Source: an optimization exercise on an open RTL-to-GDS flow (aim: small area). Production flows keep margins and buffers that such runs may drop. Only simulation tests tie the RTL to the original design; equivalence was not proved. No activity file was given, so power comes from the tool's default toggle rates.

Design breakout_top, start of the top module:
module breakout_top #(
	parameter int step_period = 2000
) (
	input logic VGA_clk,
	input logic reset,
	input logic [7:0] scan_code,
	input logic key_strobe,
	output logic [10-1:0] VGA_R,
	output logic [10-1:0] VGA_G,
	output logic [10-1:0] VGA_B,
	output logic VGA_hSync,
	output logic VGA_vSync,
	output logic blank_n,
	output logic [1:0] lives,
	output breakout_pkg::game_state_t game_state
);
For scale: ~48 I/O pins, about 4400 µm² of cells after synthesis.
==> flow/config.mk <==
export PLATFORM = sky130hd
export DESIGN_NAME = breakout_top
export DESIGN_NICKNAME = breakout_top
export VERILOG_FILES = /design/flow/design.v
export SDC_FILE = /design/flow/constraint.sdc
export NUM_CORES = 4
export LEC_CHECK = 0
export CAP_MARGIN = 20
export CORE_MARGIN = 2
export CORE_UTILIZATION = 40
export SLEW_MARGIN = 20
export SYNTH_HIERARCHICAL = 1
export SYNTH_MINIMUM_KEEP_SIZE = 0
==> flow/constraint.sdc <==
create_clock -name core_clock -period 40.0 [get_ports {VGA_clk}]
set_input_delay 8.0000 -clock core_clock [delete_from_list [all_inputs] [get_ports {VGA_clk}]]
set_output_delay 8.0000 -clock core_clock [all_outputs]
set_load 0.01 [all_outputs]
standard.sh (not shown) runs the stock make flow with config.mk's settings and CLKGATE_MAP_FILE= SYNTH_SCRIPT=/design/flow/synth_recipe.tcl, a recipe that flattens the netlist after the stock synthesis.
==> flow/flow/run.sh <==
#!/bin/bash
# The standard layout with three changes:
# - after the standard synthesis, its combinational logic is mapped again by
#   ABC with an area-oriented script (resyn.sh); every flip-flop of the
#   standard synthesis stays as it is, with its name and cell
# - the port buffers are the smallest buffer (buf_1) instead of the default
# - clock tree synthesis uses clkbuf_8 and adds no dummy loads
# Each tool's output goes to a log file of its own in this folder.
set -euo pipefail
export BUFFER_PORTS_ARGS="-buffer_cell sky130_fd_sc_hd__buf_1"
export CTS_ARGS="-sink_clustering_enable -repair_clock_nets -buf_list sky130_fd_sc_hd__clkbuf_8 -dont_use_dummy_load"
bash standard.sh synth > standard_synth.log 2>&1
bash flow/resyn.sh > resyn.log 2>&1
bash standard.sh > standard.log 2>&1
Other scripts of this flow, unchanged in this note and not shown: flow/flow/resyn.sh
==> next run, changes <==
--- a/flow/design.v
+++ b/flow/design.v
@@ -97,23 +97,23 @@
 		inc_bit u_x (.a(px[i]), .ci(cxv[i]), .s(px_inc[i]), .co(cxv[i + 1]));
 		inc_bit u_y (.a(py[i]), .ci(cyv[i]), .s(py_inc[i]), .co(cyv[i + 1]));
 	end
 	assign px_inc[9] = px[9] ^ cxv[9];
 	assign py_inc[9] = py[9] ^ cyv[9];
 	always_ff @(posedge VGA_clk)
 	begin
 		px <= reset ? 10'(H_TOTAL - 1) : x_wrap ? 10'd0 : px_inc;
 		py <= reset ? 10'(V_TOTAL - 1) : (x_wrap && py == 10'(V_TOTAL - 1)) ? 10'd0 : py_inc;
 		if (reset)
-			pm5 <= 3'((V_TOTAL - 1) % 5);
+			pm5 <= 3'b100;
 		else if (x_wrap)
-			pm5 <= (pm5 == 3'd4) ? 3'd0 : pm5 + 3'd1;
+			pm5 <= {pm5[1:0], !(pm5[2] || pm5[1])};
 	end
 	always_ff @(posedge VGA_clk)
 	begin
 		if (reset || serve)
 			cmd <= breakout_pkg::CMD_NONE;
 		else if (key_strobe)
 		begin
 			case (scan_code)
 				8'h5A: cmd <= breakout_pkg::CMD_START;
 				8'h66: cmd <= breakout_pkg::CMD_RESTART;
@@ -123,21 +123,21 @@
 			endcase
 		end
 	end
 	logic step_wrap;  
 	logic play;  
 	logic [1:0] mv;  
 	logic rsd;  
 	generate
 		if (step_period == 2000)
 		begin : g_step_raster
-			assign step_wrap = (pm5 == 3'd2 && px == 10'd399) || (pm5 == 3'd4 && px == 10'd799);
+			assign step_wrap = (pm5 == 3'b011 && px == 10'd399) || (pm5 == 3'b100 && px == 10'd799);
 		end
 		else
 		begin : g_step_count
 			localparam int CNT_W = $clog2(step_period + 1);
 			logic [CNT_W-1:0] step_cnt;  
 			assign step_wrap = (step_cnt == CNT_W'(step_period - 1));
 			always_ff @(posedge VGA_clk)
 			begin
 				if (reset)
 					step_cnt <= CNT_W'(step_period - 1);
@@ -219,103 +219,104 @@
 		else if (right && q < 10'(1023 - X_MAX + 2))
 			q <= 10'(1023 - X_MAX);  
 		else
 			q <= {q_step, q[0]};
 	end
 	logic [9:0] bq;
 	logic [9:0] yq;
 	logic dxp;
 	logic dxm;
 	logic dyd;
-	logic [2:0] cls;  
+	logic bounced;  
 	logic cap_en;
-	logic [2:0] cls_now;
+	logic [2:0] cls_now;  
 	logic hit_side_wall;
 	logic hit_bottom;
 	logic hit_top;
 	logic hit_pad_top;
 	logic hit_pad_side;
 	logic take_miss;
 	logic step;
 	logic move;
 	logic ndxp;
 	logic ndxm;
 	logic ndyd;
 	logic [9:0] bq_n;
 	logic [9:0] yq_n;
 	logic [10:0] cbv;
 	logic [10:0] cwv;
 	always_comb
 	begin
 		hit_side_wall = (bq == 10'(6 - X_HI)) || (bq == 10'(6 - X_LO));
 		hit_bottom = (yq == 10'(3 - YH_BOTTOM));
 		hit_top = (yq == 10'(3 - YH_TOP));
-		hit_pad_top = (yq == 10'(3 - YH_PAD)) && cls[2];
+		hit_pad_top = (yq == 10'(3 - YH_PAD)) && cls_now[2];
 		hit_pad_side = (yq >= 10'(3 - YH_SIDE_HI)) && (yq <= 10'(3 - YH_SIDE_LO))
-			&& !cls[2] && cls[0];
+			&& !cls_now[2] && cls_now[0];
 		take_miss = hit_bottom && !hit_side_wall;
 		step = (mv != 2'd0) && !rsd;
 		move = step && !take_miss;
 		miss = step && take_miss;
 		ndxp = dxp;
 		ndxm = dxm;
 		ndyd = dyd;
 		if (hit_side_wall || (!hit_top && !hit_pad_top && hit_pad_side))
 		begin
 			ndxp = dxm;
 			ndxm = dxp;
 		end
 		else if (hit_top)
 			ndyd = !dyd;
 		else if (hit_pad_top)
 		begin
 			ndyd = !dyd;
-			case (cls[1:0])
+			case (cls_now[1:0])
 				2'd0: if (!dxp) ndxm = 1'b1;  
 				2'd1: begin ndxp = 1'b0; ndxm = 1'b0; end  
 				2'd2: if (!dxm) ndxp = 1'b1;  
 				default: ;
 			endcase
 		end
 	end
-	assign cbv[0] = move && (ndxp || ndxm);
+	assign cbv[0] = move && (dxp || dxm);
 	assign cwv[0] = move;
 	for (genvar i = 0; i < 9; i++)
 	begin : g_ball
-		ud_bit u_b (.a(bq[i]), .ci(cbv[i]), .dn(ndxp), .s(bq_n[i]), .co(cbv[i + 1]));
-		ud_bit u_y (.a(yq[i]), .ci(cwv[i]), .dn(ndyd), .s(yq_n[i]), .co(cwv[i + 1]));
+		ud_bit u_b (.a(bq[i]), .ci(cbv[i]), .dn(dxp), .s(bq_n[i]), .co(cbv[i + 1]));
+		ud_bit u_y (.a(yq[i]), .ci(cwv[i]), .dn(dyd), .s(yq_n[i]), .co(cwv[i + 1]));
 	end
 	assign bq_n[9] = bq[9] ^ cbv[9];
 	assign yq_n[9] = yq[9] ^ cwv[9];
 	always_ff @(posedge VGA_clk)
 	begin
 		if (rsd)
 		begin
 			bq <= 10'(6 - 640 / 2);
 			yq <= 10'(3 - YH_PAD);
 			dxp <= 1'b0;
 			dxm <= 1'b0;
-			dyd <= 1'b1;
-			cls <= 3'b101;  
+			dyd <= 1'b0;
+			bounced <= 1'b1;
 		end
 		else
 		begin
 			bq <= bq_n;
 			yq <= yq_n;
 			if (move)
+				bounced <= 1'b0;
+			else if (cap_en && !bounced)
 			begin
 				dxp <= ndxp;
 				dxm <= ndxm;
 				dyd <= ndyd;
+				bounced <= 1'b1;
 			end
-			if (cap_en)
-				cls <= cls_now;
 		end
 	end
 	logic [10:0] tx;  
 	logic [10:0] ty;  
 	logic [10:0] tp;  
 	logic vis;
 	logic is_border;
 	logic is_ball;
 	logic is_paddle;
 	logic on_top;
Setup slack is better by 0.45 ns.
Via count went down by a few percent.
Clock power went down by a few percent.
Non-clock buffer count went up by 1.
Clock-buffer cell count is unchanged.
Total power went down slightly.

========
breakout_top, a different RTL version from the one above (not shown whole).
Size in the first run: about 630 cells after synthesis.
Settings: LEC_CHECK=0, CAP_MARGIN=20, CORE_MARGIN=2, CORE_UTILIZATION=40, SLEW_MARGIN=20, SYNTH_HIERARCHICAL=1, SYNTH_MINIMUM_KEEP_SIZE=0; clock period 40.0 ns.
Scripts as last shown in full above: flow/flow/run.sh
Other scripts of this flow, unchanged in this note and not shown: flow/flow/resyn.sh
Change:
--- a/flow/design.v
+++ b/flow/design.v
@@ -332,22 +332,37 @@
 	logic [10:0] tx;  
 	logic [10:0] ty;  
 	logic [10:0] tp;  
 	logic vis;
 	logic is_border;
 	logic is_ball;
 	logic is_paddle;
 	logic on_top;
 	logic [11:0] ctx;
 	logic [11:0] cty;
 	logic [11:0] ctp;
+	logic [10:0] td;  
+	generate
+		if (step_period == 2000)
+		begin : g_cap_raster
+			assign cap_en = (tx == 11'd6);
+			assign td = tp;
+		end
+		else
+		begin : g_cap_direct
+			logic [9:0] bx;
+			assign bx = 10'(6) - bq;
+			assign cap_en = 1'b1;
+			assign td = {1'b0, bx} + {1'b1, q};
+		end
+	endgenerate
 	assign tx[0] = px[0] ^ bq[0];
 	assign ctx[1] = px[0] & bq[0];
 	assign tp[0] = px[0] ^ q[0];
 	assign ctp[1] = px[0] & q[0];
 	assign ty[0] = py[0];
 	assign ty[1] = py[1] ^ yq[0];
 	assign cty[2] = py[1] & yq[0];
 	for (genvar i = 1; i < 10; i++)
 	begin : g_render
 		add_bit u_tx (.a(px[i]), .b(bq[i]), .ci(ctx[i]), .s(tx[i]), .co(ctx[i + 1]));
 		add_bit u_tp (.a(px[i]), .b(q[i]), .ci(ctp[i]), .s(tp[i]), .co(ctp[i + 1]));
@@ -358,35 +373,34 @@
 	end
 	assign tx[10] = !ctx[10];
 	assign tp[10] = !ctp[10];
 	assign ty[10] = yq[9] ^ cty[10];
 	always_comb
 	begin
 		vis = (px < 640) && (py < 480);
 		is_border = (px <= 10) || (px >= 640 - 10) || (py <= 10);
 		is_ball = (tx[10:4] == 7'd0) && (ty[10:4] == 7'd0) && DISC[{ty[3:0], tx[3:0]}];
 		is_paddle = (tp <= 11'(80 - 2))
 			&& (py >= 450) && (py <= 450 + 10);
-		cap_en = (tx == 11'd6);
-		on_top = (tp == 11'h7ff) || (tp <= 11'(80 - 1));
+		on_top = (td == 11'h7ff) || (td <= 11'(80 - 1));
 		cls_now[2] = on_top;
 		if (on_top)
 		begin
-			if (tp < 11'((3 * 80) / 8 - 1) || tp == 11'h7ff)
+			if (td < 11'((3 * 80) / 8 - 1) || td == 11'h7ff)
 				cls_now[1:0] = 2'd0;
-			else if (tp < 11'((5 * 80) / 8 - 1))
+			else if (td < 11'((5 * 80) / 8 - 1))
 				cls_now[1:0] = 2'd1;
-			else if (tp < 11'(80 - 1))
+			else if (td < 11'(80 - 1))
 				cls_now[1:0] = 2'd2;
 			else
 				cls_now[1:0] = 2'd3;
 		end
 		else
-			cls_now[1:0] = {1'b0, (tp == 11'(-7 - 1)) || (tp == 11'(80 + 7 - 1))};
+			cls_now[1:0] = {1'b0, (td == 11'(-7 - 1)) || (td == 11'(80 + 7 - 1))};
 	end
 	assign VGA_R = {10{is_border && vis}};
 	assign VGA_G = {10{is_ball && vis}};
 	assign VGA_B = {10{is_paddle && vis}};
 	assign VGA_hSync = !((px >= H_SYNC_START) && (px < H_SYNC_START + 96));
 	assign VGA_vSync = !((py >= V_SYNC_START) && (py < V_SYNC_START + 2));
 	assign blank_n = vis;
 endmodule
The new run produced a clean layout.
Clock-buffer cell count is unchanged.
Clock power barely changes.
Final cell count fell by 0.75%.
Utilization hardly moves.
Maximum frequency fell by 8.1%.
Die area rose by 0.34%.
Total power rose by 0.64%.
Routed wire length rose by 0.35%.
Critical path depth rose by 2.

[static timing again, ports no longer ideal]
No port has a modelled driver above. Below, the same layouts with a new extraction and two added sets of constraints.
Step 1 sets driving cells, clkbuf_16 on the clock port and buf_2 on the other inputs (assumed; they add their load-dependent delay and slew).
Step 2 times the ports against the registers' clock, not the clock port: input delays grow and output delays shrink by t, the midpoint of the rising clock arrivals with the driver on.
Slacks: ideal ports / drivers / drivers and shift; pairs: ideal ports / drivers.
| run | t, ns | setup slack, ns | worst hold slack (ns) | worst setup path at the end | clock arrival spread, ns |
|---|---|---|---|---|---|
| the first run of note 1 | 0.381 | 27.911 / 27.879 / 28.260 | 0.433 / 0.433 / 0.433 | register to output | 0.018 / 0.017 |
| the second run of note 1 | 0.383 | 28.360 / 28.329 / 28.712 | 0.436 / 0.436 / 0.436 | register to output | 0.027 / 0.027 |
| the first run of note 2 | 0.366 | 28.341 / 28.308 / 28.674 | 0.458 / 0.458 / 0.458 | register to output | 0.034 / 0.034 |
| the second run of note 2 | 0.372 | 27.313 / 27.280 / 27.653 | 0.453 / 0.453 / 0.453 | register to output | 0.025 / 0.025 |
After both steps every run listed still meets setup and hold.
